This design comes from an exercise in tuning for small area, a short achievable clock period and few clock cycles per item on the open sky130 flow, not from production work. Only simulation tests tie the RTL to the original design; equivalence was not proved.

File: flow/design.v
package des_types_pkg;
	localparam int NUM_ROUNDS = 16;
	localparam logic MODE_ENCRYPT = 1'b0;
	localparam logic MODE_DECRYPT = 1'b1;
	localparam logic [1:0] ST_IDLE   = 2'd0;
	localparam logic [1:0] ST_ROUND  = 2'd1;
	localparam logic [1:0] ST_OUTPUT = 2'd2;
endpackage
package des_tables_pkg;
	localparam logic [64*7-1:0] IP_TABLE = {
		7'd58, 7'd50, 7'd42, 7'd34, 7'd26, 7'd18, 7'd10, 7'd2,
		7'd60, 7'd52, 7'd44, 7'd36, 7'd28, 7'd20, 7'd12, 7'd4,
		7'd62, 7'd54, 7'd46, 7'd38, 7'd30, 7'd22, 7'd14, 7'd6,
		7'd64, 7'd56, 7'd48, 7'd40, 7'd32, 7'd24, 7'd16, 7'd8,
		7'd57, 7'd49, 7'd41, 7'd33, 7'd25, 7'd17, 7'd9, 7'd1,
		7'd59, 7'd51, 7'd43, 7'd35, 7'd27, 7'd19, 7'd11, 7'd3,
		7'd61, 7'd53, 7'd45, 7'd37, 7'd29, 7'd21, 7'd13, 7'd5,
		7'd63, 7'd55, 7'd47, 7'd39, 7'd31, 7'd23, 7'd15, 7'd7
	};
	localparam logic [64*7-1:0] FP_TABLE = {
		7'd40, 7'd8, 7'd48, 7'd16, 7'd56, 7'd24, 7'd64, 7'd32,
		7'd39, 7'd7, 7'd47, 7'd15, 7'd55, 7'd23, 7'd63, 7'd31,
		7'd38, 7'd6, 7'd46, 7'd14, 7'd54, 7'd22, 7'd62, 7'd30,
		7'd37, 7'd5, 7'd45, 7'd13, 7'd53, 7'd21, 7'd61, 7'd29,
		7'd36, 7'd4, 7'd44, 7'd12, 7'd52, 7'd20, 7'd60, 7'd28,
		7'd35, 7'd3, 7'd43, 7'd11, 7'd51, 7'd19, 7'd59, 7'd27,
		7'd34, 7'd2, 7'd42, 7'd10, 7'd50, 7'd18, 7'd58, 7'd26,
		7'd33, 7'd1, 7'd41, 7'd9, 7'd49, 7'd17, 7'd57, 7'd25
	};
	localparam logic [56*7-1:0] PC1_TABLE = {
		7'd57, 7'd49, 7'd41, 7'd33, 7'd25, 7'd17, 7'd9, 7'd1,
		7'd58, 7'd50, 7'd42, 7'd34, 7'd26, 7'd18, 7'd10, 7'd2,
		7'd59, 7'd51, 7'd43, 7'd35, 7'd27, 7'd19, 7'd11, 7'd3,
		7'd60, 7'd52, 7'd44, 7'd36, 7'd63, 7'd55, 7'd47, 7'd39,
		7'd31, 7'd23, 7'd15, 7'd7, 7'd62, 7'd54, 7'd46, 7'd38,
		7'd30, 7'd22, 7'd14, 7'd6, 7'd61, 7'd53, 7'd45, 7'd37,
		7'd29, 7'd21, 7'd13, 7'd5, 7'd28, 7'd20, 7'd12, 7'd4
	};
	localparam logic [48*7-1:0] PC2_TABLE = {
		7'd14, 7'd17, 7'd11, 7'd24, 7'd1, 7'd5, 7'd3, 7'd28,
		7'd15, 7'd6, 7'd21, 7'd10, 7'd23, 7'd19, 7'd12, 7'd4,
		7'd26, 7'd8, 7'd16, 7'd7, 7'd27, 7'd20, 7'd13, 7'd2,
		7'd41, 7'd52, 7'd31, 7'd37, 7'd47, 7'd55, 7'd30, 7'd40,
		7'd51, 7'd45, 7'd33, 7'd48, 7'd44, 7'd49, 7'd39, 7'd56,
		7'd34, 7'd53, 7'd46, 7'd42, 7'd50, 7'd36, 7'd29, 7'd32
	};
	localparam logic [48*7-1:0] E_TABLE = {
		7'd32, 7'd1, 7'd2, 7'd3, 7'd4, 7'd5, 7'd4, 7'd5,
		7'd6, 7'd7, 7'd8, 7'd9, 7'd8, 7'd9, 7'd10, 7'd11,
		7'd12, 7'd13, 7'd12, 7'd13, 7'd14, 7'd15, 7'd16, 7'd17,
		7'd16, 7'd17, 7'd18, 7'd19, 7'd20, 7'd21, 7'd20, 7'd21,
		7'd22, 7'd23, 7'd24, 7'd25, 7'd24, 7'd25, 7'd26, 7'd27,
		7'd28, 7'd29, 7'd28, 7'd29, 7'd30, 7'd31, 7'd32, 7'd1
	};
	localparam logic [32*7-1:0] P_TABLE = {
		7'd16, 7'd7, 7'd20, 7'd21, 7'd29, 7'd12, 7'd28, 7'd17,
		7'd1, 7'd15, 7'd23, 7'd26, 7'd5, 7'd18, 7'd31, 7'd10,
		7'd2, 7'd8, 7'd24, 7'd14, 7'd32, 7'd27, 7'd3, 7'd9,
		7'd19, 7'd13, 7'd30, 7'd6, 7'd22, 7'd11, 7'd4, 7'd25
	};
	localparam logic [512*4-1:0] SBOX = {
		4'd14, 4'd4, 4'd13, 4'd1, 4'd2, 4'd15, 4'd11, 4'd8, 4'd3, 4'd10, 4'd6, 4'd12, 4'd5, 4'd9, 4'd0, 4'd7,
		4'd0, 4'd15, 4'd7, 4'd4, 4'd14, 4'd2, 4'd13, 4'd1, 4'd10, 4'd6, 4'd12, 4'd11, 4'd9, 4'd5, 4'd3, 4'd8,
		4'd4, 4'd1, 4'd14, 4'd8, 4'd13, 4'd6, 4'd2, 4'd11, 4'd15, 4'd12, 4'd9, 4'd7, 4'd3, 4'd10, 4'd5, 4'd0,
		4'd15, 4'd12, 4'd8, 4'd2, 4'd4, 4'd9, 4'd1, 4'd7, 4'd5, 4'd11, 4'd3, 4'd14, 4'd10, 4'd0, 4'd6, 4'd13,
		4'd15, 4'd1, 4'd8, 4'd14, 4'd6, 4'd11, 4'd3, 4'd4, 4'd9, 4'd7, 4'd2, 4'd13, 4'd12, 4'd0, 4'd5, 4'd10,
		4'd3, 4'd13, 4'd4, 4'd7, 4'd15, 4'd2, 4'd8, 4'd14, 4'd12, 4'd0, 4'd1, 4'd10, 4'd6, 4'd9, 4'd11, 4'd5,
		4'd0, 4'd14, 4'd7, 4'd11, 4'd10, 4'd4, 4'd13, 4'd1, 4'd5, 4'd8, 4'd12, 4'd6, 4'd9, 4'd3, 4'd2, 4'd15,
		4'd13, 4'd8, 4'd10, 4'd1, 4'd3, 4'd15, 4'd4, 4'd2, 4'd11, 4'd6, 4'd7, 4'd12, 4'd0, 4'd5, 4'd14, 4'd9,
		4'd10, 4'd0, 4'd9, 4'd14, 4'd6, 4'd3, 4'd15, 4'd5, 4'd1, 4'd13, 4'd12, 4'd7, 4'd11, 4'd4, 4'd2, 4'd8,
		4'd13, 4'd7, 4'd0, 4'd9, 4'd3, 4'd4, 4'd6, 4'd10, 4'd2, 4'd8, 4'd5, 4'd14, 4'd12, 4'd11, 4'd15, 4'd1,
		4'd13, 4'd6, 4'd4, 4'd9, 4'd8, 4'd15, 4'd3, 4'd0, 4'd11, 4'd1, 4'd2, 4'd12, 4'd5, 4'd10, 4'd14, 4'd7,
		4'd1, 4'd10, 4'd13, 4'd0, 4'd6, 4'd9, 4'd8, 4'd7, 4'd4, 4'd15, 4'd14, 4'd3, 4'd11, 4'd5, 4'd2, 4'd12,
		4'd7, 4'd13, 4'd14, 4'd3, 4'd0, 4'd6, 4'd9, 4'd10, 4'd1, 4'd2, 4'd8, 4'd5, 4'd11, 4'd12, 4'd4, 4'd15,
		4'd13, 4'd8, 4'd11, 4'd5, 4'd6, 4'd15, 4'd0, 4'd3, 4'd4, 4'd7, 4'd2, 4'd12, 4'd1, 4'd10, 4'd14, 4'd9,
		4'd10, 4'd6, 4'd9, 4'd0, 4'd12, 4'd11, 4'd7, 4'd13, 4'd15, 4'd1, 4'd3, 4'd14, 4'd5, 4'd2, 4'd8, 4'd4,
		4'd3, 4'd15, 4'd0, 4'd6, 4'd10, 4'd1, 4'd13, 4'd8, 4'd9, 4'd4, 4'd5, 4'd11, 4'd12, 4'd7, 4'd2, 4'd14,
		4'd2, 4'd12, 4'd4, 4'd1, 4'd7, 4'd10, 4'd11, 4'd6, 4'd8, 4'd5, 4'd3, 4'd15, 4'd13, 4'd0, 4'd14, 4'd9,
		4'd14, 4'd11, 4'd2, 4'd12, 4'd4, 4'd7, 4'd13, 4'd1, 4'd5, 4'd0, 4'd15, 4'd10, 4'd3, 4'd9, 4'd8, 4'd6,
		4'd4, 4'd2, 4'd1, 4'd11, 4'd10, 4'd13, 4'd7, 4'd8, 4'd15, 4'd9, 4'd12, 4'd5, 4'd6, 4'd3, 4'd0, 4'd14,
		4'd11, 4'd8, 4'd12, 4'd7, 4'd1, 4'd14, 4'd2, 4'd13, 4'd6, 4'd15, 4'd0, 4'd9, 4'd10, 4'd4, 4'd5, 4'd3,
		4'd12, 4'd1, 4'd10, 4'd15, 4'd9, 4'd2, 4'd6, 4'd8, 4'd0, 4'd13, 4'd3, 4'd4, 4'd14, 4'd7, 4'd5, 4'd11,
		4'd10, 4'd15, 4'd4, 4'd2, 4'd7, 4'd12, 4'd9, 4'd5, 4'd6, 4'd1, 4'd13, 4'd14, 4'd0, 4'd11, 4'd3, 4'd8,
		4'd9, 4'd14, 4'd15, 4'd5, 4'd2, 4'd8, 4'd12, 4'd3, 4'd7, 4'd0, 4'd4, 4'd10, 4'd1, 4'd13, 4'd11, 4'd6,
		4'd4, 4'd3, 4'd2, 4'd12, 4'd9, 4'd5, 4'd15, 4'd10, 4'd11, 4'd14, 4'd1, 4'd7, 4'd6, 4'd0, 4'd8, 4'd13,
		4'd4, 4'd11, 4'd2, 4'd14, 4'd15, 4'd0, 4'd8, 4'd13, 4'd3, 4'd12, 4'd9, 4'd7, 4'd5, 4'd10, 4'd6, 4'd1,
		4'd13, 4'd0, 4'd11, 4'd7, 4'd4, 4'd9, 4'd1, 4'd10, 4'd14, 4'd3, 4'd5, 4'd12, 4'd2, 4'd15, 4'd8, 4'd6,
		4'd1, 4'd4, 4'd11, 4'd13, 4'd12, 4'd3, 4'd7, 4'd14, 4'd10, 4'd15, 4'd6, 4'd8, 4'd0, 4'd5, 4'd9, 4'd2,
		4'd6, 4'd11, 4'd13, 4'd8, 4'd1, 4'd4, 4'd10, 4'd7, 4'd9, 4'd5, 4'd0, 4'd15, 4'd14, 4'd2, 4'd3, 4'd12,
		4'd13, 4'd2, 4'd8, 4'd4, 4'd6, 4'd15, 4'd11, 4'd1, 4'd10, 4'd9, 4'd3, 4'd14, 4'd5, 4'd0, 4'd12, 4'd7,
		4'd1, 4'd15, 4'd13, 4'd8, 4'd10, 4'd3, 4'd7, 4'd4, 4'd12, 4'd5, 4'd6, 4'd11, 4'd0, 4'd14, 4'd9, 4'd2,
		4'd7, 4'd11, 4'd4, 4'd1, 4'd9, 4'd12, 4'd14, 4'd2, 4'd0, 4'd6, 4'd10, 4'd13, 4'd15, 4'd3, 4'd5, 4'd8,
		4'd2, 4'd1, 4'd14, 4'd7, 4'd4, 4'd10, 4'd8, 4'd13, 4'd15, 4'd12, 4'd9, 4'd0, 4'd3, 4'd5, 4'd6, 4'd11
	};
	localparam logic [15:0] SHIFT_ONE_MASK = 16'b1000_0001_0000_0011;
endpackage
`timescale 1ns/1ps
module des_ctrl
(
	input  logic       clk,
	input  logic       rst,
	input  logic       i_start,
	input  logic       i_mode,
	output logic       o_load,
	output logic       o_active,
	output logic       o_decrypt,
	output logic [3:0] o_idx,      
	output logic       o_last,
	output logic       o_valid
);
	logic [1:0] state;
	logic       mode_q;
	logic [3:0] cnt;
	logic       at_end;
	assign at_end = (mode_q == des_types_pkg::MODE_DECRYPT) ? (cnt == 4'd0) :
		(cnt == 4'(des_types_pkg::NUM_ROUNDS - 1));
	always_ff @(posedge clk or posedge rst)
	begin
		if (rst)
		begin
			state  <= des_types_pkg::ST_IDLE;
			mode_q <= des_types_pkg::MODE_ENCRYPT;
			cnt    <= '0;
		end
		else
		begin
			case (state)
				des_types_pkg::ST_IDLE:
				begin
					if (i_start)
					begin
						state  <= des_types_pkg::ST_ROUND;
						mode_q <= i_mode;
						cnt    <= (i_mode == des_types_pkg::MODE_DECRYPT) ?
							4'(des_types_pkg::NUM_ROUNDS - 1) : 4'd0;
					end
				end
				des_types_pkg::ST_ROUND:
				begin
					if (at_end)
						state <= des_types_pkg::ST_OUTPUT;
					else if (mode_q == des_types_pkg::MODE_DECRYPT)
						cnt <= cnt - 4'd1;
					else
						cnt <= cnt + 4'd1;
				end
				des_types_pkg::ST_OUTPUT: state <= des_types_pkg::ST_IDLE;  
				default:   state <= des_types_pkg::ST_IDLE;
			endcase
		end
	end
	always_comb
	begin
		o_load    = (state == des_types_pkg::ST_IDLE) && i_start;  
		o_active  = (state == des_types_pkg::ST_ROUND);
		o_decrypt = (mode_q == des_types_pkg::MODE_DECRYPT);
		o_idx     = cnt;
		o_last    = (state == des_types_pkg::ST_ROUND) && at_end;
	end
	assign o_valid = (state == des_types_pkg::ST_OUTPUT);
endmodule
`timescale 1ns/1ps
module des_key_schedule
(
	input  logic        clk,
	input  logic        rst,
	input  logic        i_load,
	input  logic        i_active,
	input  logic        i_decrypt,
	input  logic [3:0]  i_idx,
	input  logic [63:0] i_key,
	output logic [47:0] o_subkey
);
	logic [55:0] cd_q;
	logic [55:0] pc1_key;
	logic [55:0] cd_rot_l;
	logic [55:0] cd_rot_r;
	logic [55:0] sub_src;
	logic [27:0] c_half;
	logic [27:0] d_half;
	logic        one_place;
	assign c_half    = cd_q[55:28];
	assign d_half    = cd_q[27:0];
	assign one_place = des_tables_pkg::SHIFT_ONE_MASK[i_idx];
	always_comb
	begin
		for (int i = 0; i < 56; i++)
			pc1_key[55 - i] = i_key[64 - des_tables_pkg::PC1_TABLE[7 * (55 - i) +: 7]];
	end
	assign cd_rot_l = one_place ?
		{c_half[26:0], c_half[27], d_half[26:0], d_half[27]} :
		{c_half[25:0], c_half[27:26], d_half[25:0], d_half[27:26]};
	assign cd_rot_r = one_place ?
		{c_half[0], c_half[27:1], d_half[0], d_half[27:1]} :
		{c_half[1:0], c_half[27:2], d_half[1:0], d_half[27:2]};
	assign sub_src = i_decrypt ? cd_q : cd_rot_l;
	always_comb
	begin
		for (int i = 0; i < 48; i++)
			o_subkey[47 - i] = sub_src[56 - des_tables_pkg::PC2_TABLE[7 * (47 - i) +: 7]];
	end
	always_ff @(posedge clk or posedge rst)
	begin
		if (rst)
			cd_q <= '0;
		else if (i_load)
			cd_q <= pc1_key;
		else if (i_active)
			cd_q <= i_decrypt ? cd_rot_r : cd_rot_l;
	end
endmodule
`timescale 1ns/1ps
module des_feistel
(
	input  logic [31:0] i_right,
	input  logic [47:0] i_subkey,
	output logic [31:0] o_f
);
	logic [47:0] expanded;
	logic [47:0] mixed;
	logic [31:0] sbox_out;
	always_comb
	begin
		for (int i = 0; i < 48; i++)
			expanded[47 - i] = i_right[32 - des_tables_pkg::E_TABLE[7 * (47 - i) +: 7]];
	end
	assign mixed = expanded ^ i_subkey;
	for (genvar b = 0; b < 8; b++)
	begin : g_sbox
		logic [5:0] grp;
		assign grp = mixed[47 - 6 * b -: 6];
		assign sbox_out[31 - 4 * b -: 4] =
			des_tables_pkg::SBOX[4 * (511 - 64 * b - {grp[5], grp[0], grp[4:1]}) +: 4];
	end
	always_comb
	begin
		for (int i = 0; i < 32; i++)
			o_f[31 - i] = sbox_out[32 - des_tables_pkg::P_TABLE[7 * (31 - i) +: 7]];
	end
endmodule
`timescale 1ns/1ps
module des_block_path
(
	input  logic        clk,
	input  logic        rst,
	input  logic        i_load,
	input  logic        i_active,
	input  logic        i_last,
	input  logic [63:0] i_block,
	input  logic [31:0] i_f,
	output logic [31:0] o_right,
	input  logic        o_valid_window,
	output logic [63:0] o_block
);
	logic [31:0] l_q;
	logic [31:0] r_q;
	logic [31:0] xor_f;
	logic [63:0] lr_q;
	logic [63:0] ip_block;
	logic [63:0] lr_fp;
	always_comb
	begin
		for (int i = 0; i < 64; i++)
			ip_block[63 - i] = i_block[64 - des_tables_pkg::IP_TABLE[7 * (63 - i) +: 7]];
	end
	assign lr_q = {l_q, r_q};
	always_comb
	begin
		for (int i = 0; i < 64; i++)
			lr_fp[63 - i] = lr_q[64 - des_tables_pkg::FP_TABLE[7 * (63 - i) +: 7]];
	end
	assign xor_f   = l_q ^ i_f;
	assign o_right = r_q;
	always_ff @(posedge clk or posedge rst)
	begin
		if (rst)
		begin
			l_q <= '0;
			r_q <= '0;
		end
		else if (i_load)
		begin
			l_q <= ip_block[63:32];
			r_q <= ip_block[31:0];
		end
		else if (i_active)
		begin
			if (i_last)
			begin
				l_q <= xor_f;  
			end
			else
			begin
				l_q <= r_q;
				r_q <= xor_f;
			end
		end
	end
	assign o_block = o_valid_window ? lr_fp : '0;
endmodule
`timescale 1ns/1ps
module des_core
(
	input  logic        clk,
	input  logic        rst,
	input  logic        i_start,
	input  logic        i_mode,
	input  logic [63:0] i_key,
	input  logic [63:0] i_block,
	output logic        o_valid,
	output logic [63:0] o_block
);
	logic        load;
	logic        active;
	logic        decrypt;
	logic [3:0]  idx;
	logic        last;
	logic [47:0] subkey;
	logic [31:0] right;
	logic [31:0] f_out;
	logic        valid;
	des_ctrl u_ctrl (
		.clk       (clk),
		.rst       (rst),
		.i_start   (i_start),
		.i_mode    (i_mode),
		.o_load    (load),
		.o_active  (active),
		.o_decrypt (decrypt),
		.o_idx     (idx),
		.o_last    (last),
		.o_valid   (valid)
	);
	des_key_schedule u_key_schedule (
		.clk       (clk),
		.rst       (rst),
		.i_load    (load),
		.i_active  (active),
		.i_decrypt (decrypt),
		.i_idx     (idx),
		.i_key     (i_key),
		.o_subkey  (subkey)
	);
	des_feistel u_feistel (
		.i_right  (right),
		.i_subkey (subkey),
		.o_f      (f_out)
	);
	des_block_path u_block_path (
		.clk            (clk),
		.rst            (rst),
		.i_load         (load),
		.i_active       (active),
		.i_last         (last),
		.i_block        (i_block),
		.i_f            (f_out),
		.o_right        (right),
		.o_valid_window (valid),
		.o_block        (o_block)
	);
	assign o_valid = valid;
endmodule
File: flow/run.sh
#!/bin/bash
# synth_recipe.tcl (not shown) runs the flow's synth.tcl, then flattens the netlist and writes it again
# the make line also repeats each setting of config.mk as NAME=value (left out here)
make -C /OpenROAD-flow-scripts/flow DESIGN_CONFIG=/design/flow/config.mk WORK_HOME=/design/flow/orfs CLKGATE_MAP_FILE= SYNTH_SCRIPT=/design/flow/synth_recipe.tcl finish
File: flow/config.mk
export PLATFORM = sky130hd
export DESIGN_NAME = des_core
export DESIGN_NICKNAME = des_core
export VERILOG_FILES = /design/flow/design.v
export SDC_FILE = /design/flow/constraint.sdc
export NUM_CORES = 4
export LEC_CHECK = 0
export CAP_MARGIN = 20
export CORE_MARGIN = 2
export CORE_UTILIZATION = 40
export SLEW_MARGIN = 20
File: flow/constraint.sdc
create_clock -name core_clock -period 4.0 [get_ports {clk}]
set_input_delay 0.8000 -clock core_clock [delete_from_list [all_inputs] [get_ports {clk}]]
set_output_delay 0.8000 -clock core_clock [all_outputs]
set_load 0.01 [all_outputs]
==> notes.md, run 1 <==
* Synth Flop Type: dfrtp_1
* Crit Path Class: reg -> reg
* Post-DP HPWL at 41000 um
* Pre-CTS setup slack at 0.0628 ns
* Routability Congestion at between 0.9 and 1
* Worst Tran Pin Value at 1.03 ns
* Synthesized flop and latch total at around 130
* CP max FO at 31
* Setup WS post-layout at around 0.24 ns
* Crit end category: flop
* Grt total ovfl at 0
* Die Ht at slightly below 200 um
* Post-Syn Area at approximately 14000 um2
* Final setup vio count at 0
* Tmin final at roughly 3.8 ns
* Worst skew pair latency at roughly 0.45 ns
* Data arrival, critical path at 4.09 ns
* Final hold viol count at 0
* Slew HR at 31.2%
* Met2 GRT Util at a little under half
* Num ports at between 150 and 200
* Run status: no timing/DRC/antenna violations
* Max-cap violations at 0
* IO buf count at ~190
* Met3 usage at between 5 and 6%
* Vias at approximately 16000
* Util after Layout at 50.6%
* TritonCTS Buffers at 17
* Hold Path Class: reg -> reg
* Total GRT Usage at 30.3%
* DR vias/cell at 6.22
* Initial antenna violation count at 2
* Synthesized net count at ~2100
* CTS tree: done
* Filler Cells Inserted at 3464
* Vias in the first global route at approximately 15000
* Pre-antenna DRT Iters at 6
* Critical path, cell by cell: a211o_1 -> buf_12 -> and3_1 -> o31ai_1 -> xnor2_1 -> clkinv_1 -> ha_1 -> mux2_2 -> a32oi_1 -> a31oi_1 -> a311o_1 -> a21o_1 -> a22o_1
* H-tree levels at 4
* Slowest cell on the critical path: dfrtp_1
* WL final at between 50000 and 60000 um
* Syn_area_per_cell at about 7.5 um2
* Peak Freq at roughly 270 MHz
* Layout cell share with drive strength beyond 1 at between 10% and 20%
* Crit path launch type: flop
* Post-synth ARST share at 100%
* DRC viols at 0
* Longest Clk Path Bufs at 2
* Clock Sinks at ~130
* EDFF count, synth at 0
* Die area at approximately 37000 um2
* Root Buffer: clkbuf_16
* Final nets at 2290
* First-pass GRT wire length at ~86000 um
* Worst Skew at roughly 0.016 ns
* Reg2reg start: u_ctrl.cnt[3]$_DFFE_PP0P_
* Die width at about 190 um
* Drt wl/cell at 22.0 um
* Antenna diode count at 0
* Crit path largest cell delay at 0.45 ns
* WHS at approximately 0.51 ns
* Commonest non-fill, non-tap cells in the layout: nor2_1 (234), clkdlybuf4s50_1 (188), a21oi_1 (179)
* Max-slew violations at 0
* Flop2flop setup slack at about 0.24 ns
* # rows at slightly below 70
* Core area at 35300 um2
* CTS Hold Bufs at 0
* Distinct cells, synth at 87
* Met1 usage at a little over two fifths
* Fin crit share at a little over nine tenths
* Worst Path Required at about 4.3 ns
* Routed Antenna Nets at 0
* Largest net degree at the start of global routing at 77
* Clk pin slew, worst setup/hold paths at 0.06 ns
* Initial core utilization at between 40% and 50%
* Leading cell type in the layout, fill and taps excluded: nor2_1
* Syn. warnings at 4
* Beginning of the critical path: u_ctrl.cnt[3]$_DFFE_PP0P_
* Mapped Cells at around 1900
* Hold Path Origin: u_key_schedule.cd_q[54]$_DFFE_PP0P_
* Post-synthesis sequential area ratio at between 20% and 30%
* Top Usage Layer GRT: met2
* Initial DRC Count at 1656
* Area Overhead vs Synth at 25.7%
kinds of logic after synthesis:
kind of cell | count (synthesis) | synth area share (%)
xor gates and xnor gates | 117 | 8.30
muxes | 53 | 3.90
buffers and inverters | 213 | 6.44
adders and majority gates | 65 | 5.78
DFF | 127 | 22.4
AOI/OAI and AO/OA | 677 | 32.3
and+or+nand+nor | 643 | 20.9
layout make-up:
cell class              count  area [um2]  area share (%)
multi-input cells        1555       10200            57.1
clock inverters             5        30.0           0.168
repair buffers            338        3150            17.6
inverters                  54         206            1.16
well taps                 461         577            3.23
flip-flops and latches    127        3180            17.8
clock buffers              24         522            2.92
state kept, by name, summed over array words and instances (netlist names):
signal	count
u_block_path.l_q	32
u_block_path.r_q	32
u_ctrl.cnt	4
u_ctrl.mode_q	1
u_ctrl.state	2
u_key_schedule.cd_q	56
worst paths after layout:
check	to	cells past startpoint
worst min-delay path	u_key_schedule.cd_q[54]$_DFFE_PP0P_	2
worst min register to register	u_key_schedule.cd_q[54]$_DFFE_PP0P_	2
worst max register to register	u_block_path.l_q[9]$_DFFE_PP0P_	13
max in group asynchronous	u_block_path.l_q[15]$_DFFE_PP0P_	3
min in group asynchronous	u_key_schedule.cd_q[16]$_DFFE_PP0P_	2
worst max-delay path	u_block_path.l_q[9]$_DFFE_PP0P_	13
worst max-delay path, delay by kind of cell (launching register included):
| kind | cells | cell delay [ns] |
|---|---|---|
| and+or+nand+nor | 1 | 0.23 |
| buffers and inverters | 2 | 0.43 |
| muxes | 1 | 0.26 |
| DFF | 1 | 0.45 |
| AOI/OAI and AO/OA | 7 | 1.77 |
| xor gates and xnor gates | 1 | 0.19 |
| adders and majority gates | 1 | 0.27 |
per-layer routing:
| metal | up-vias | routed length [um] | share of wire (%) |
|---|---|---|---|
| li1 | 7396 | - | - |
| met1 | 7663 | 24600 | 44 |
| met2 | 798 | 24800 | 44 |
| met3 | 85 | 5200 | 9.2 |
| met4 | 2 | 1770 | 3.1 |
| met5 | - | 13 | 0.023 |
cells in the mapped netlist (all sizes together) (9+ instances only):
cell type  count  area (um2)
a211o         10        87.6
o22ai         35         225
o31ai         15         113
mux2i         43         430
nand3         75         375
nor2         238         901
a221oi        11         109
mux2           9         101
nor4          13        81.3
and2          76         475
o21ai        126         638
o211ai        25         188
or3            9        56.3
buf           68         370
a211oi        51         405
nor3          39         195
a311oi        12         105
xnor2         70         651
xor2          47         528
a2bb2oi        9        78.8
a22oi         22         165
a21oi        181         910
a2111oi       60         532
a31oi         55         465
ha            64         801
nand2        140         526
clkbuf        91         342
inv           52         195
and3          25         156
dfrtp        127        3180
what timing repair did:
item / 4_1_cts / 5_1_grt
buffers inserted: 0 / 1
resized for setup: 0 / 14
endpoints found under the setup margin: 0 / 42
stage by stage:
stage                     setup TNS, ns  area [um2]  cells
final                                 0       17900   2564
after CTS                             0       17800   2563
after floorplan                       0       14200   1895
after global routing            -0.0410       17900   2564
after global placement                0       17200   2534
after detailed placement              0       17200   2534
Testbench counts, summed over its fixed seeds: cycles 43,200, items 2,400.
==> inputs of run 2 (changes only) <==
--- a/flow/design.v
+++ b/flow/design.v
@@ -97,117 +97,2 @@
 `timescale 1ns/1ps
-module des_ctrl
-(
-	input  logic       clk,
-	input  logic       rst,
-	input  logic       i_start,
-	input  logic       i_mode,
-	output logic       o_load,
-	output logic       o_active,
-	output logic       o_decrypt,
-	output logic [3:0] o_idx,      
-	output logic       o_last,
-	output logic       o_valid
-);
-	logic [1:0] state;
-	logic       mode_q;
-	logic [3:0] cnt;
-	logic       at_end;
-	assign at_end = (mode_q == des_types_pkg::MODE_DECRYPT) ? (cnt == 4'd0) :
-		(cnt == 4'(des_types_pkg::NUM_ROUNDS - 1));
-	always_ff @(posedge clk or posedge rst)
-	begin
-		if (rst)
-		begin
-			state  <= des_types_pkg::ST_IDLE;
-			mode_q <= des_types_pkg::MODE_ENCRYPT;
-			cnt    <= '0;
-		end
-		else
-		begin
-			case (state)
-				des_types_pkg::ST_IDLE:
-				begin
-					if (i_start)
-					begin
-						state  <= des_types_pkg::ST_ROUND;
-						mode_q <= i_mode;
-						cnt    <= (i_mode == des_types_pkg::MODE_DECRYPT) ?
-							4'(des_types_pkg::NUM_ROUNDS - 1) : 4'd0;
-					end
-				end
-				des_types_pkg::ST_ROUND:
-				begin
-					if (at_end)
-						state <= des_types_pkg::ST_OUTPUT;
-					else if (mode_q == des_types_pkg::MODE_DECRYPT)
-						cnt <= cnt - 4'd1;
-					else
-						cnt <= cnt + 4'd1;
-				end
-				des_types_pkg::ST_OUTPUT: state <= des_types_pkg::ST_IDLE;  
-				default:   state <= des_types_pkg::ST_IDLE;
-			endcase
-		end
-	end
-	always_comb
-	begin
-		o_load    = (state == des_types_pkg::ST_IDLE) && i_start;  
-		o_active  = (state == des_types_pkg::ST_ROUND);
-		o_decrypt = (mode_q == des_types_pkg::MODE_DECRYPT);
-		o_idx     = cnt;
-		o_last    = (state == des_types_pkg::ST_ROUND) && at_end;
-	end
-	assign o_valid = (state == des_types_pkg::ST_OUTPUT);
-endmodule
-`timescale 1ns/1ps
-module des_key_schedule
-(
-	input  logic        clk,
-	input  logic        rst,
-	input  logic        i_load,
-	input  logic        i_active,
-	input  logic        i_decrypt,
-	input  logic [3:0]  i_idx,
-	input  logic [63:0] i_key,
-	output logic [47:0] o_subkey
-);
-	logic [55:0] cd_q;
-	logic [55:0] pc1_key;
-	logic [55:0] cd_rot_l;
-	logic [55:0] cd_rot_r;
-	logic [55:0] sub_src;
-	logic [27:0] c_half;
-	logic [27:0] d_half;
-	logic        one_place;
-	assign c_half    = cd_q[55:28];
-	assign d_half    = cd_q[27:0];
-	assign one_place = des_tables_pkg::SHIFT_ONE_MASK[i_idx];
-	always_comb
-	begin
-		for (int i = 0; i < 56; i++)
-			pc1_key[55 - i] = i_key[64 - des_tables_pkg::PC1_TABLE[7 * (55 - i) +: 7]];
-	end
-	assign cd_rot_l = one_place ?
-		{c_half[26:0], c_half[27], d_half[26:0], d_half[27]} :
-		{c_half[25:0], c_half[27:26], d_half[25:0], d_half[27:26]};
-	assign cd_rot_r = one_place ?
-		{c_half[0], c_half[27:1], d_half[0], d_half[27:1]} :
-		{c_half[1:0], c_half[27:2], d_half[1:0], d_half[27:2]};
-	assign sub_src = i_decrypt ? cd_q : cd_rot_l;
-	always_comb
-	begin
-		for (int i = 0; i < 48; i++)
-			o_subkey[47 - i] = sub_src[56 - des_tables_pkg::PC2_TABLE[7 * (47 - i) +: 7]];
-	end
-	always_ff @(posedge clk or posedge rst)
-	begin
-		if (rst)
-			cd_q <= '0;
-		else if (i_load)
-			cd_q <= pc1_key;
-		else if (i_active)
-			cd_q <= i_decrypt ? cd_rot_r : cd_rot_l;
-	end
-endmodule
-`timescale 1ns/1ps
 module des_feistel
@@ -241,3 +126,3 @@
 `timescale 1ns/1ps
-module des_block_path
+module des_core
 (
@@ -245,30 +130,16 @@
 	input  logic        rst,
-	input  logic        i_load,
-	input  logic        i_active,
-	input  logic        i_last,
+	input  logic        i_start,
+	input  logic        i_mode,
+	input  logic [63:0] i_key,
 	input  logic [63:0] i_block,
-	input  logic [31:0] i_f,
-	output logic [31:0] o_right,
-	input  logic        o_valid_window,
+	output logic        o_valid,
 	output logic [63:0] o_block
 );
-	logic [31:0] l_q;
-	logic [31:0] r_q;
-	logic [31:0] xor_f;
-	logic [63:0] lr_q;
-	logic [63:0] ip_block;
-	logic [63:0] lr_fp;
-	always_comb
-	begin
-		for (int i = 0; i < 64; i++)
-			ip_block[63 - i] = i_block[64 - des_tables_pkg::IP_TABLE[7 * (63 - i) +: 7]];
-	end
-	assign lr_q = {l_q, r_q};
-	always_comb
-	begin
-		for (int i = 0; i < 64; i++)
-			lr_fp[63 - i] = lr_q[64 - des_tables_pkg::FP_TABLE[7 * (63 - i) +: 7]];
-	end
-	assign xor_f   = l_q ^ i_f;
-	assign o_right = r_q;
+	logic       busy;
+	logic       vld;
+	logic [3:0] cnt;
+	logic       mode_q;
+	logic       load;
+	logic       one;
+	assign load = !busy && !vld && i_start;
 	always_ff @(posedge clk or posedge rst)
@@ -277,70 +148,72 @@
 		begin
-			l_q <= '0;
-			r_q <= '0;
+			busy <= 1'b0;
+			vld  <= 1'b0;
 		end
-		else if (i_load)
+		else
 		begin
-			l_q <= ip_block[63:32];
-			r_q <= ip_block[31:0];
+			vld <= busy && (cnt == 4'd15);
+			if (load)
+				busy <= 1'b1;
+			else if (cnt == 4'd15)
+				busy <= 1'b0;
 		end
-		else if (i_active)
+	end
+	always_ff @(posedge clk)
+	begin
+		if (load)
 		begin
-			if (i_last)
-			begin
-				l_q <= xor_f;  
-			end
-			else
-			begin
-				l_q <= r_q;
-				r_q <= xor_f;
-			end
+			cnt    <= 4'd0;
+			mode_q <= i_mode;
 		end
+		else
+			cnt <= cnt + 4'd1;
 	end
-	assign o_block = o_valid_window ? lr_fp : '0;
-endmodule
-`timescale 1ns/1ps
-module des_core
-(
-	input  logic        clk,
-	input  logic        rst,
-	input  logic        i_start,
-	input  logic        i_mode,
-	input  logic [63:0] i_key,
-	input  logic [63:0] i_block,
-	output logic        o_valid,
-	output logic [63:0] o_block
-);
-	logic        load;
-	logic        active;
-	logic        decrypt;
-	logic [3:0]  idx;
-	logic        last;
+	assign one = (cnt == 4'd0) || (cnt == 4'd7) || (cnt[3:1] == 3'b111);
+	logic [55:0] pc1_key;
+	logic [55:0] cd;
+	logic [55:0] cd_next;
+	logic [27:0] c;
+	logic [27:0] d;
 	logic [47:0] subkey;
-	logic [31:0] right;
+	always_comb
+	begin
+		for (int i = 0; i < 56; i++)
+			pc1_key[55 - i] = i_key[64 - des_tables_pkg::PC1_TABLE[7 * (55 - i) +: 7]];
+	end
+	assign c = cd[55:28];
+	assign d = cd[27:0];
+	logic s_ld_d, s_ld_e, s_l1, s_l2, s_r1, s_r2;
+	assign s_ld_d = load && i_mode;
+	assign s_ld_e = load && !i_mode;
+	assign s_l1   = !load && !mode_q && one;
+	assign s_l2   = !load && !mode_q && !one;
+	assign s_r1   = !load && mode_q && one;
+	assign s_r2   = !load && mode_q && !one;
+	assign cd_next =
+		({56{s_ld_d}} & pc1_key) |
+		({56{s_ld_e}} & {pc1_key[54:28], pc1_key[55], pc1_key[26:0], pc1_key[27]}) |
+		({56{s_l1}} & {c[26:0], c[27], d[26:0], d[27]}) |
+		({56{s_l2}} & {c[25:0], c[27:26], d[25:0], d[27:26]}) |
+		({56{s_r1}} & {c[0], c[27:1], d[0], d[27:1]}) |
+		({56{s_r2}} & {c[1:0], c[27:2], d[1:0], d[27:2]});
+	always_ff @(posedge clk)
+		cd <= cd_next;
+	always_comb
+	begin
+		for (int i = 0; i < 48; i++)
+			subkey[47 - i] = cd[56 - des_tables_pkg::PC2_TABLE[7 * (47 - i) +: 7]];
+	end
+	logic [31:0] l_q;
+	logic [31:0] r_q;
 	logic [31:0] f_out;
-	logic        valid;
-	des_ctrl u_ctrl (
-		.clk       (clk),
-		.rst       (rst),
-		.i_start   (i_start),
-		.i_mode    (i_mode),
-		.o_load    (load),
-		.o_active  (active),
-		.o_decrypt (decrypt),
-		.o_idx     (idx),
-		.o_last    (last),
-		.o_valid   (valid)
-	);
-	des_key_schedule u_key_schedule (
-		.clk       (clk),
-		.rst       (rst),
-		.i_load    (load),
-		.i_active  (active),
-		.i_decrypt (decrypt),
-		.i_idx     (idx),
-		.i_key     (i_key),
-		.o_subkey  (subkey)
-	);
+	logic [63:0] ip_block;
+	logic [63:0] pre;
+	logic [63:0] fp_block;
+	always_comb
+	begin
+		for (int i = 0; i < 64; i++)
+			ip_block[63 - i] = i_block[64 - des_tables_pkg::IP_TABLE[7 * (63 - i) +: 7]];
+	end
 	des_feistel u_feistel (
-		.i_right  (right),
+		.i_right  (r_q),
 		.i_subkey (subkey),
@@ -348,15 +221,23 @@
 	);
-	des_block_path u_block_path (
-		.clk            (clk),
-		.rst            (rst),
-		.i_load         (load),
-		.i_active       (active),
-		.i_last         (last),
-		.i_block        (i_block),
-		.i_f            (f_out),
-		.o_right        (right),
-		.o_valid_window (valid),
-		.o_block        (o_block)
-	);
-	assign o_valid = valid;
+	always_ff @(posedge clk)
+	begin
+		if (load)
+		begin
+			l_q <= ip_block[63:32];
+			r_q <= ip_block[31:0];
+		end
+		else
+		begin
+			l_q <= r_q;
+			r_q <= l_q ^ f_out;
+		end
+	end
+	assign pre = {r_q, l_q};
+	always_comb
+	begin
+		for (int i = 0; i < 64; i++)
+			fp_block[63 - i] = pre[64 - des_tables_pkg::FP_TABLE[7 * (63 - i) +: 7]];
+	end
+	assign o_valid = vld;
+	assign o_block = vld ? fp_block : 64'd0;
 endmodule
--- a/flow/config.mk
+++ b/flow/config.mk
@@ -9,3 +9,4 @@
 export CORE_MARGIN = 2
-export CORE_UTILIZATION = 40
+export CORE_UTILIZATION = 55
+export SETUP_SLACK_MARGIN = 0.8
 export SLEW_MARGIN = 20
==> notes.md, run 2 <==
* Die area at between 20000 and 25000 um2
* Filler Cells Inserted at slightly below 2000
* RSZ-0062 raised after global routing: true
* Final setup vio count at 0
* Drt wl/cell at between 15 and 20 um
* Worst Skew at roughly 0.016 ns
* Longest Clk Path Bufs at 2
* CTS Hold Bufs at 0
* H-tree levels at 4
* Fin crit share at between 70 and 80%
* Synth top area cells: dfxtp_1 (21%), nand2_1 (9.7%), ha_1 (6.6%)
* EDFF count, synth at 1
* Setup WS post-layout at 0.994 ns
* Crit path launch type: flop
* Largest net degree at the start of global routing at 68
* Root Buffer: clkbuf_16
* WL final at ~37000 um
* Most frequent cell after synthesis: nand2_1
* Reg-to-reg endpoint: r_q[24]$_DFF_P_
* Hold Path Class: reg -> reg
* Largest register FFs at 56
* Grt total ovfl at 0
* Crit Path Class: reg -> reg
* Pre-antenna DRT Iters at 5
* WHS Path Cells at 1
* Clock Sinks at ~130
* Worst skew pair latency at 0.43 ns
* IO buf count at around 190
* Reg with most FFs: cd
* Hold endpoint: cnt[0]$_SDFF_PP0_
* Worst Tran Pin Value at about 1.1 ns
* Top Registers: cd: 56 flops, l_q: 32 flops, r_q: 32 flops
* Max-slew violations at 0
* Synth Flop Type: dfxtp_1
* Post-synth top cells: nand2_1 (309), nor2_1 (131), dfxtp_1 (124), a21oi_1 (116), o21ai_0 (101)
* Syn_area_per_cell at around 7.6 um2
* Mapped Cells at about 1600
* Distinct cells, synth at 71
* Synthesized net count at about 1800
* Final hold viol count at 0
* Tmin final at around 3.0 ns
* Core area at approximately 22000 um2
* Die Ht at 152 um
* Vias in the first global route at about 11000
* Hold Path Origin: cnt[0]$_SDFF_PP0_
* First-pass GRT wire length at 57500 um
* Post-synthesis sequential area ratio at a little over a fifth
* Routability Congestion at about 0.94
* Slew HR at between 20 and 30%
* Reg2reg start: cd[9]$_DFF_P_
* Peak Freq at 333 MHz
* Leading cell type in the layout, fill and taps excluded: nand2_1
* Worst Path Required at ~4.3 ns
* Post-Syn Area at roughly 12000 um2
* Total GRT Usage at between 30% and 40%
* Data arrival, critical path at ~3.3 ns
* Die width at 152 um
* Num ports at about 200
* Area Overhead vs Synth at 22.0%
* Initial core utilization at around 56%
* DR vias/cell at around 6
* Max-cap violations at 0
* DRC viols at 0
* Area leader, netlist: dfxtp_1
* Routed Antenna Nets at 0
* Initial antenna violation count at 0
* Commonest non-fill, non-tap cells in the layout: nand2_1 (309), clkdlybuf4s50_1 (187), nor2_1 (131)
* Syn. warnings at 2
* Crit end category: flop
* Final nets at 1900
* Top-area cell type share of the netlist area at 20.7%
* Flop2flop setup slack at 0.99 ns
* CTS tree: done
* # rows at 54
* Initial DRC Count at between 900 and 1000
* Antenna diode count at 0
* Clk pin slew, worst setup/hold paths at around 0.070 ns
* Setup_tns at 0 ns
* Layout cell share with drive strength beyond 1 at between 8 and 9%
* Vias at about 12000
* CP max FO at 12
* Post-DP HPWL at about 27000 um
* R2R cell count at 9
* Run status: no timing/DRC/antenna violations
* Pre-CTS setup slack at ~0.75 ns
* TritonCTS Buffers at 17
* Post-synth ARST share at 1.57%
* Synthesized flop and latch total at roughly 130
## run 2: repair_timing
action | 4_1_cts | 5_1_grt
setup endpoints to repair | 1 | 7
setup buffers | 0 | 0
resized for setup | 1 | 3
pin swaps | 0 | 0
## run 2: kinds of logic (layout without fill, tap and decap cells)
kind of cell	count (synthesis)	count (layout)	synth area share [%]
and+or+nand+nor	572	572	20.1
AOI/OAI and AO/OA	413	413	21.6
buffers and inverters	155	292	5.34
xor gates and xnor gates	133	133	11.2
DFF	127	127	21.3
muxes	118	118	13.7
adders and majority gates	63	63	6.57
## run 2: worst max-delay path by stage
stage	startpoint	to	depth (start not counted)
after floorplan	cd[20]$_DFF_P_	r_q[27]$_DFF_P_	9
after global placement	r_q[25]$_DFF_P_	r_q[30]$_DFF_P_	9
after detailed placement	r_q[25]$_DFF_P_	r_q[30]$_DFF_P_	9
after CTS	cd[19]$_DFF_P_	r_q[24]$_DFF_P_	9
after global routing	cd[9]$_DFF_P_	r_q[24]$_DFF_P_	9
final	cd[9]$_DFF_P_	r_q[24]$_DFF_P_	9
## run 2: layout make-up
| cell class | instances | area (um2) | share of cell area [%] |
|---|---|---|---|
| multi-input cells | 1299 | 8850 | 60.4 |
| inverters | 37 | 143 | 0.974 |
| repair buffers | 223 | 2140 | 14.6 |
| clock buffers | 17 | 425 | 2.90 |
| flip-flops and latches | 127 | 2560 | 17.5 |
| clock inverters | 15 | 174 | 1.19 |
| well taps | 280 | 350 | 2.39 |
## run 2: per-layer routing
layer / track usage, % / up-vias / wire length [um]
met3: 6.98 / 67 / 3030
met2: 49.5 / 492 / 16800
met4: 12.3 / 0 / 1310
li1: - / 5815 / -
met1: 43.1 / 5531 / 15700
met5: 0 / - / 0
## run 2: worst max-delay path, stage by stage, from the launching register on
cell and delay [ns]:
dfxtp_1 0.52, xor2_2 0.52, ha_1 0.46, inv_1 0.18, mux2i_1 0.09, a2111oi_0 0.50
a21oi_1 0.08, o211ai_1 0.28, xnor2_1 0.17, o21ai_1 0.07
## run 2: per-stage QoR
stage	instance area (um2)	std cells	hold slack (ns)	util [%]
after detailed placement	14000	1966	0.464	64.8
after global routing	14600	1998	0.495	67.7
final	14600	1998	0.474	67.7
after floorplan	12000	1581	0.430	-
after global placement	14000	1966	0.452	64.8
after CTS	14600	1998	0.483	67.6
Testbench counts of run 2, summed over its fixed seeds: cycles 43,200, items 2,400.
==> inputs of run 3 (changes only) <==
--- a/flow/config.mk
+++ b/flow/config.mk
@@ -7,2 +7,3 @@
 export LEC_CHECK = 0
+export ABC_AREA = 1
 export CAP_MARGIN = 20
@@ -10,3 +11,2 @@
 export CORE_UTILIZATION = 55
-export SETUP_SLACK_MARGIN = 0.8
 export SLEW_MARGIN = 20
==> notes.md, run 3 <==
* Run status: no timing/DRC/antenna violations
* Syn_area_per_cell at between 5 and 6 um2
* Top-area cell type share of the netlist area at approximately a quarter
* Vias in the first global route at between 10000 and 15000
* Crit end category: primary output
* Mapped Cells at 2097
* Total GRT Usage at between 30% and 40%
* Post-synthesis sequential area ratio at 21.3%
* Clk pin slew, worst setup/hold paths at roughly 0.06 ns
* Grt total ovfl at 0
* Most frequent cell after synthesis: nand2_1
* Drt wl/cell at 16.5 um
* Final hold viol count at 0
* Largest register FFs at 56
* Post-DP HPWL at 32000 um
* Slew HR at 28.9%
* Synth Flop Type: dfxtp_1
* RSZ-0062 raised after global routing: false
* TritonCTS Buffers at 17
* Largest family of logic cells by synthesized area: simple AND/OR/NAND/NOR gates
* Vias at around 14000
* Clock Sinks at 127
* Reg with most FFs: cd
* Setup_tns at 0 ns
* Max-cap violations at 0
* Resized cells post-CTS at 0
* Critical path, cell by cell: buf_12 -> nand2_1 -> inv_1 -> clkdlybuf4s50_1
* Initial antenna violation count at 0
* Area Overhead vs Synth at 20.7%
* Crit path launch type: flop
* Initial core utilization at roughly 56%
* Longest Clk Path Bufs at 2
* Hold Path Class: reg -> reg
* Critical path buffers and inverters at 3
* First-pass GRT wire length at around 64000 um
* Worst Tran Pin Value at about 1.1 ns
* DRC viols at 0
* CTS Hold Bufs at 0
* WL final at 41600 um
* Initial DRC Count at roughly 1500
* Simple-Gate Fraction of Synth Area at ~45%
* # rows at 54
* Root Buffer: clkbuf_16
* Area leader, netlist: nand2_1
* Core area at 21600 um2
* Proportion of synthesized area in mux cells at 0%
* Commonest non-fill, non-tap cells in the layout: nand2_1 (838), nand3_1 (387), inv_1 (297)
* Fin crit share at approximately three quarters
* Cell Area, Placed at approximately 14000 um2
* Max-slew violations at 0
* Die Ht at between 150 and 200 um
* Crit Path Class: reg -> out
* Largest net degree at the start of global routing at 57
* Compound-Gate Fraction of Synth Area at 10.7%
* Num ports at 197
* Synth top area cells: nand2_1 (26%), dfxtp_1 (21%), nand3_1 (16%)
* Met3 usage at 7.81%
* Final setup vio count at 0
* CTS tree: done
* Pre-antenna DRT Iters at 6
* Die area at between 20000 and 25000 um2
* Routed Antenna Nets at 0
* Layout cell share with drive strength beyond 1 at roughly 3.9%
* Slowest cell on the critical path: dfrtp_2
* Top Registers: cd: 56 flops, l_q: 32 flops, r_q: 32 flops
* EDFF count, synth at 1
* Final nets at ~2400
* Post-Syn Area at 12000 um2
* Synthesized flop and latch total at approximately 130
* Finished Cell Area at around 14000 um2
* Data arrival, critical path at between 2 and 2.5 ns
* DR vias/cell at ~5.7
* Adder-Cell Fraction of Synth Area at about 6.6%
* Worst Path Required at 3.20 ns
* Distinct cells, synth at 35
* Die width at between 150 and 200 um
* CP max FO at 37
* Met1 usage at about half
* Post-synth ARST share at between 1.5 and 2%
* Post-CTS setup repair buffer count at 0
* Tmin final at around 3 ns
* Met2 GRT Util at 56.2%
* Antenna diode count at 0
* Synth Area in XOR/XNOR at 2.70%
* Worst skew pair latency at roughly 0.44 ns
* H-tree levels at 4
* Routability Congestion at between 0.9 and 1
* Top Usage Layer GRT: met2
* Worst Skew at between 0.008 and 0.009 ns
* Crit path largest cell delay at a little under 0.8 ns
* Leading cell type in the layout, fill and taps excluded: nand2_1
* Cell family with the largest share of critical-path delay: buffers and inverters
* Post-synth top cells: nand2_1 (838), nand3_1 (387), inv_1 (297), dfxtp_1 (124), ha_1 (63)
* Synthesized net count at ~2300
* Syn. warnings at 2
* Peak Freq at between 300 and 400 MHz
* Filler Cells Inserted at 2049
* IO buf count at ~190
==> run 3: cell types whose count changed in the layout (fill, tap and decap cells not counted), sizes merged, moves of 36 or more <==
| cell | delta |
|---|---|
| nand2 | +546 |
| nand3 | +371 |
| inv | +271 |
| nor2 | -109 |
| mux2i | -77 |
| o21ai | -75 |
| a21oi | -73 |
| and2 | -66 |
| xor2 | -57 |
| xnor2 | -51 |
| o22ai | +46 |
| mux4 | -36 |
==> run 3: cells by family (layout without fill, tap and decap cells) <==
group,after synthesis,in the layout
simple gates,1287,1287
buf+inv,393,541
flops,127,127
fa+ha+maj,63,63
xor+xnor,25,25
compound gates,202,202
==> run 3: final cells by class <==
type | instances | area, um2 | share of cell area, %
tap | 280 | 350 | 2.42
clock inverter | 14 | 149 | 1.03
multi-input combinational | 1577 | 7850 | 54.1
timing repair buffer | 201 | 1990 | 13.7
clock buffer | 18 | 439 | 3.03
inverter | 308 | 1160 | 7.98
sequential | 127 | 2560 | 17.7
==> run 3: worst paths after layout <==
path	start	to	slack, ns	depth (start not counted)
worst max register to register	r_q[20]$_DFF_P_	r_q[26]$_DFF_P_	1.27	13
worst min-delay path	cnt[0]$_SDFF_PP0_	cnt[0]$_SDFF_PP0_	0.47	1
min in group asynchronous	rst	vld$_DFF_PP0_	0.51	2
worst max-delay path	vld$_DFF_PP0_	o_block[37]	0.99	4
max in group asynchronous	rst	vld$_DFF_PP0_	3.37	2
worst min register to register	cnt[0]$_SDFF_PP0_	cnt[0]$_SDFF_PP0_	0.47	1
==> run 3: per-layer routing <==
layer | part of all wire (%) | up-vias | routed length (um)
met5 | 0 | - | 0
met4 | 3.3 | 0 | 1380
met1 | 42 | 6523 | 17500
met3 | 9.7 | 84 | 4060
li1 | - | 7019 | -
met2 | 45 | 730 | 18700
==> run 3: metrics by stage <==
stage	cells	setup WS (ns)	utilization [%]	hold WS, ns
after detailed placement	2493	1.08	64.3	0.458
after global placement	2493	1.11	64.3	0.447
after global routing	2525	0.881	67.0	0.519
final	2525	0.986	67.0	0.467
after floorplan	2097	2.10	-	0.430
after CTS	2525	0.986	67.0	0.473
==> inputs of run 4 (changes only) <==
--- a/flow/config.mk
+++ b/flow/config.mk
@@ -7,6 +7,5 @@
 export LEC_CHECK = 0
-export ABC_AREA = 1
 export CAP_MARGIN = 20
 export CORE_MARGIN = 2
-export CORE_UTILIZATION = 55
+export CORE_UTILIZATION = 40
 export SLEW_MARGIN = 20
==> notes.md, run 4 <==
* Routed Antenna Nets at 0
* Synthesized flop and latch total at ~130
* CTS Hold Bufs at 0
* IO buf count at between 150 and 200
* Run status: no timing/DRC/antenna violations
* TritonCTS Buffers at 17
* DR vias/cell at ~5.6
* Fin crit share at 78.9%
* Largest register FFs at 56
* Area leader, netlist: dfxtp_1
* Hold Path Class: reg -> reg
* Largest net degree at the start of global routing at 64
* Initial antenna violation count at 0
* Post-CTS setup repair buffer count at 0
* Routability Congestion at 0.916
* Post-synth top cells: nand2_1 (309), nor2_1 (131), dfxtp_1 (124), a21oi_1 (116), o21ai_0 (101)
* Grt total ovfl at 0
* Final setup vio count at 0
* Reg with most FFs: cd
* Data arrival, critical path at ~3.4 ns
* Max-cap violations at 0
* DRC viols at 0
* Peak Freq at around 320 MHz
* Root Buffer: clkbuf_16
* Die area at 31400 um2
* Initial DRC Count at ~1100
* Top Registers: cd: 56 flops, l_q: 32 flops, r_q: 32 flops
* Filler Cells Inserted at between 2000 and 3000
* Mapped Cells at approximately 1600
* Cell Area, Placed at around 14000 um2
* Top Usage Layer GRT: met2
* CP max FO at 9
* Final nets at ~1900
* Finished Cell Area at approximately 15000 um2
* Slew HR at 28.2%
* Synth Flop Type: dfxtp_1
* CTS tree: done
* Max-slew violations at 0
* Pre-antenna DRT Iters at 5
* Crit end category: flop
* Synthesized net count at 1776
* Hold Path Origin: cnt[0]$_SDFF_PP0_
* Num ports at approximately 200
* Synth top area cells: dfxtp_1 (21%), nand2_1 (9.7%), ha_1 (6.6%)
* Util after Layout at 50.1%
* Vias at 11840
* H-tree levels at 4
* Top-area cell type share of the netlist area at roughly a fifth
* Leading cell type in the layout, fill and taps excluded: nand2_1
* Post-Syn Area at approximately 12000 um2
* Clock Sinks at 127
* Vias in the first global route at between 10000 and 15000
* Setup_tns at 0 ns
* Layout cell share with drive strength beyond 1 at roughly 8.4%
* Distinct cells, synth at between 70 and 80
* First-pass GRT wire length at 59000 um
* Syn. warnings at 2
* Commonest non-fill, non-tap cells in the layout: nand2_1 (309), clkdlybuf4s50_1 (187), nor2_1 (131)
* Post-DP HPWL at 28200 um
* Crit path launch type: flop
* RSZ-0062 raised after global routing: false
* Worst Tran Pin Value at approximately 1.1 ns
* Syn_area_per_cell at 7.59 um2
* Worst Path Required at between 4 and 5 ns
* Most frequent cell after synthesis: nand2_1
* Post-synthesis sequential area ratio at between 20% and 30%
* Resized cells post-CTS at 0
* Clk pin slew, worst setup/hold paths at ~0.060 ns
* Die Ht at 177 um
* Total GRT Usage at 23.8%
* Beginning of the critical path: cd[35]$_DFF_P_
* Initial core utilization at between 40% and 50%
* Area Overhead vs Synth at 23.3%
* Met2 GRT Util at a little under two fifths
* # rows at 63
* Final hold viol count at 0
* Antenna diode count at 0
* Pre-CTS setup slack at 0.937 ns
* Reg2reg start: cd[35]$_DFF_P_
* Core area at 29600 um2
* Post-synth ARST share at around 1.6%
* WL final at between 30000 and 40000 um
* Met3 usage at 4.45%
* Worst skew pair latency at about 0.43 ns
* Longest Clk Path Bufs at 2
* Setup WS post-layout at 0.842 ns
* Drt wl/cell at 18.0 um
* Worst Skew at ~0.012 ns
* Die width at 177 um
* Met1 usage at between 30 and 40%
* Crit Path Class: reg -> reg
* EDFF count, synth at 1
* Tmin final at between 3 and 4 ns
-- run 4: cell count changes after synthesis, moves of 65 or more --
| cell | before | now |
|---|---|---|
| inv_1 | 297 | 29 |
| a21oi_1 | 45 | 116 |
| o21ai_0 | 34 | 101 |
| nand2_1 | 838 | 309 |
| nor2_1 | 21 | 131 |
| mux2i_1 | 0 | 77 |
| nand3_1 | 387 | 16 |
| and2_1 | 0 | 65 |
-- run 4: per-layer routing --
metal	wire (um)	part of all wire (%)	vias up
li1	-	-	5798
met1	17600	46	5589
met2	17000	45	420
met3	2680	7.1	33
met4	676	1.8	0
met5	0	0	-
-- run 4: critical path, cell delays in order (launching register included) --
cell and delay [ns]:
dfxtp_1 0.57, xor2_2 0.46, inv_1 0.22, ha_1 0.29, nor2_1 0.32, a21oi_1 0.11
mux4_2 0.49, o221ai_1 0.28, xor2_1 0.19, a21oi_1 0.08
-- run 4: area by class of cell --
class	count	area, um2	share of cell area, %
multi-input cells	1299	8820	59.6
flip-flops and latches	127	2560	17.3
repair buffers	222	2150	14.5
well taps	390	488	3.30
clock buffers	20	457	3.09
clock inverters	12	183	1.23
inverters	37	143	0.964
-- run 4: cell families after synthesis --
group	Yosys count	synth area share (%)
buf+inv	155	5.34
mux	118	13.7
flops	127	21.3
xor+xnor	133	11.2
simple gates	572	20.1
fa+ha+maj	63	6.57
compound gates	413	21.6
-- run 4: metrics by stage --
step / hold slack (ns) / cells
after floorplan: 0.430 / 1581
after global placement: 0.446 / 2075
after detailed placement: 0.472 / 2075
after CTS: 0.486 / 2107
after global routing: 0.501 / 2107
final: 0.475 / 2107
-- run 4: worst paths after layout --
kind                            cells after the start  slack, ns                 to
worst max-delay path                                9       0.84    r_q[30]$_DFF_P_
worst min-delay path                                1       0.47  cnt[0]$_SDFF_PP0_
worst max register to register                      9       0.84    r_q[30]$_DFF_P_
worst min register to register                      1       0.47  cnt[0]$_SDFF_PP0_
max in group asynchronous                           2       3.35      vld$_DFF_PP0_
min in group asynchronous                           2       0.52      vld$_DFF_PP0_
==> inputs of run 5 (changes only) <==
--- a/flow/config.mk
+++ b/flow/config.mk
@@ -9,3 +9,3 @@
 export CORE_MARGIN = 2
-export CORE_UTILIZATION = 40
+export CORE_UTILIZATION = 65
 export SLEW_MARGIN = 20
==> notes.md, run 5 <==
* Final hold viol count at 0
* Slew HR at roughly 24%
* Drt wl/cell at 18.5 um
* Leading cell type in the layout, fill and taps excluded: nand2_1
* Crit end category: flop
* Grt total ovfl at 0
* CTS Hold Bufs at 0
* Area Overhead vs Synth at 21.0%
* Proportion of synthesized area in mux cells at 13.7%
* IO buf count at between 150 and 200
* First-pass GRT wire length at just under 60000 um
* Core area at ~18000 um2
* Fin crit share at 77.8%
* Peak Freq at about 320 MHz
* Root Buffer: clkbuf_16
* Die area at ~20000 um2
* Routability Congestion at approximately 0.98
* Max-slew violations at 0
* CP max FO at 11
* Syn_area_per_cell at 7.59 um2
* Compound-Gate Fraction of Synth Area at approximately 22%
* Post-synthesis sequential area ratio at 21.3%
* Top-area cell type share of the netlist area at between 20 and 25%
* Slowest cell on the critical path: o31ai_1
* Routed Antenna Nets at 0
* Largest net degree at the start of global routing at between 100 and 150
* Post-synth ARST share at under 10%
* Commonest non-fill, non-tap cells in the layout: nand2_1 (309), clkdlybuf4s50_1 (187), nor2_1 (131)
* Setup WS post-layout at 0.887 ns
* Final nets at approximately 1900
* Pre-CTS setup slack at 0.950 ns
* Simple-Gate Fraction of Synth Area at between 20% and 30%
* DR vias/cell at 6.34
* Worst Skew at ~0.016 ns
* Initial DRC Count at about 1500
* Total GRT Usage at about 36%
* Longest Clk Path Bufs at 2
* Crit path launch type: flop
* Resized cells post-CTS at 0
* Adder-Cell Fraction of Synth Area at about 6.6%
* Top Registers: cd: 56 flops, l_q: 32 flops, r_q: 32 flops
* Finished Cell Area at approximately 15000 um2
* # rows at 49
* Largest family of logic cells by synthesized area: compound AO/OA/AOI/OAI gates
* Initial antenna violation count at 0
* Largest register FFs at 56
* Critical path, cell by cell: xor2_2 -> inv_1 -> ha_1 -> nor2_1 -> nand2_1 -> a21oi_1 -> nor3_1 -> o31ai_1 -> xor2_1 -> a21oi_1
* Worst Tran Pin Value at ~1.1 ns
* CTS tree: done
* Post-DP HPWL at 25600 um
* Post-Syn Area at 12000 um2
* Syn. warnings at 2
* RSZ-0062 raised after global routing: false
* Distinct cells, synth at about 70
* DRC viols at 0
* Synth Area in XOR/XNOR at 11.2%
* Num ports at 197
* Worst skew pair latency at about 0.44 ns
* Data arrival, critical path at approximately 3.4 ns
* Vias at roughly 12000
* Post-synth top cells: nand2_1 (309), nor2_1 (131), dfxtp_1 (124), a21oi_1 (116), o21ai_0 (101)
* Initial core utilization at about two thirds
* Tmin final at just over 3 ns
* Synthesized flop and latch total at around 130
* Most frequent cell after synthesis: nand2_1
* Vias in the first global route at ~11000
* EDFF count, synth at 1
* Run status: no timing/DRC/antenna violations
* Crit path largest cell delay at ~0.53 ns
* Hold Path Class: reg -> reg
* Filler Cells Inserted at 1264
* H-tree levels at 4
* Layout cell share with drive strength beyond 1 at under 10%
* Die width at 140 um
* Reg with most FFs: cd
* Setup_tns at 0 ns
* Final setup vio count at 0
* Clock Sinks at between 100 and 150
* Die Ht at ~140 um
* Critical path buffers and inverters at 1
* WL final at 35900 um
* CP dominant cell by count: a21oi_1
* Cell Area, Placed at ~14000 um2
* Worst Path Required at ~4.3 ns
* Max-cap violations at 0
* TritonCTS Buffers at 17
* Synth Flop Type: dfxtp_1
* Mapped Cells at roughly 1600
* Area leader, netlist: dfxtp_1
* Synthesized net count at between 1500 and 2000
* Crit Path Class: reg -> reg
* Cell family with the largest share of critical-path delay: compound AO/OA/AOI/OAI gates
* Pre-antenna DRT Iters at 6
* Clk pin slew, worst setup/hold paths at approximately 0.070 ns
* Synth top area cells: dfxtp_1 (21%), nand2_1 (9.7%), ha_1 (6.6%)
* Antenna diode count at 0
* Post-CTS setup repair buffer count at 0
run 5: final cells by class:
class                      count  area, um2  area share, %
clock inverter                14        153           1.05
sequential                   127       2560           17.6
clock buffer                  18        450           3.10
timing repair buffer         218       2120           14.6
multi-input combinational   1299       8810           60.7
inverter                      37        143          0.982
tap                          229        287           1.97
run 5: final timing paths:
| path | endpoint | slack (ns) | start | depth (start not counted) |
|---|---|---|---|---|
| worst min-delay path | cnt[0]$_SDFF_PP0_ | 0.47 | cnt[0]$_SDFF_PP0_ | 1 |
| min in group asynchronous | vld$_DFF_PP0_ | 0.52 | rst | 2 |
| worst max-delay path | r_q[23]$_DFF_P_ | 0.89 | r_q[29]$_DFF_P_ | 10 |
| worst min register to register | cnt[0]$_SDFF_PP0_ | 0.47 | cnt[0]$_SDFF_PP0_ | 1 |
| max in group asynchronous | busy$_DFFE_PP0P_ | 3.38 | rst | 2 |
| worst max register to register | r_q[23]$_DFF_P_ | 0.89 | r_q[29]$_DFF_P_ | 10 |
run 5: layer usage:
layer,up-vias,global-route usage [%],wire length [um]
met3,69,6.50,3460
met5,-,0,0
li1,5798,-,-
met1,5790,49.4,14700
met4,0,9.58,756
met2,654,59.2,17000
run 5: stage by stage:
step	hold WS, ns	utilization [%]	cells
floorplan	0.430	-	1581
global placement	0.445	77.1	1909
detailed placement	0.452	77.1	1909
CTS	0.470	80.5	1941
global route	0.515	80.6	1942
finish	0.466	80.6	1942
run 5: kinds of logic (layout without fill, tap and decap cells):
kind of cell               after synthesis  in the layout
AOI/OAI and AO/OA                      413            413
xor gates and xnor gates               133            133
adders and majority gates               63             63
buffers and inverters                  155            287
DFF                                    127            127
muxes                                  118            118
and+or+nand+nor                        572            572

separate check: timing with driven ports:
The flow's constraints put no driver on any port. The routed layouts listed below were extracted and timed again, unchanged, in two steps.
Step 1 assumes that a clkbuf_16 drives the clock port and a buf_2 every other input.
Step 2 also shifts input and output timing later by t, the mid clock arrival at the registers, as if the neighbouring blocks saw the same clock.
Slacks: ideal / step 1 / step 2; pairs: ideal / step 1.
| run | t, ns | slack for setup (ns) | worst data-port slew with drivers (ns) | cell pins on the clock port's net |
|---|---|---|---|---|
| run 1 | 0.496 | 0.244 / 0.244 / 0.244 | 0.05 | 1 |
| run 2 | 0.475 | 0.994 / 0.961 / 0.994 | 0.07 | 1 |
| run 3 | 0.482 | 0.986 / 0.936 / 1.004 | 0.05 | 1 |
| run 4 | 0.475 | 0.842 / 0.832 / 0.842 | 0.07 | 1 |
| run 5 | 0.473 | 0.887 / 0.887 / 0.887 | 0.05 | 1 |
After both steps every run listed still meets setup and hold.
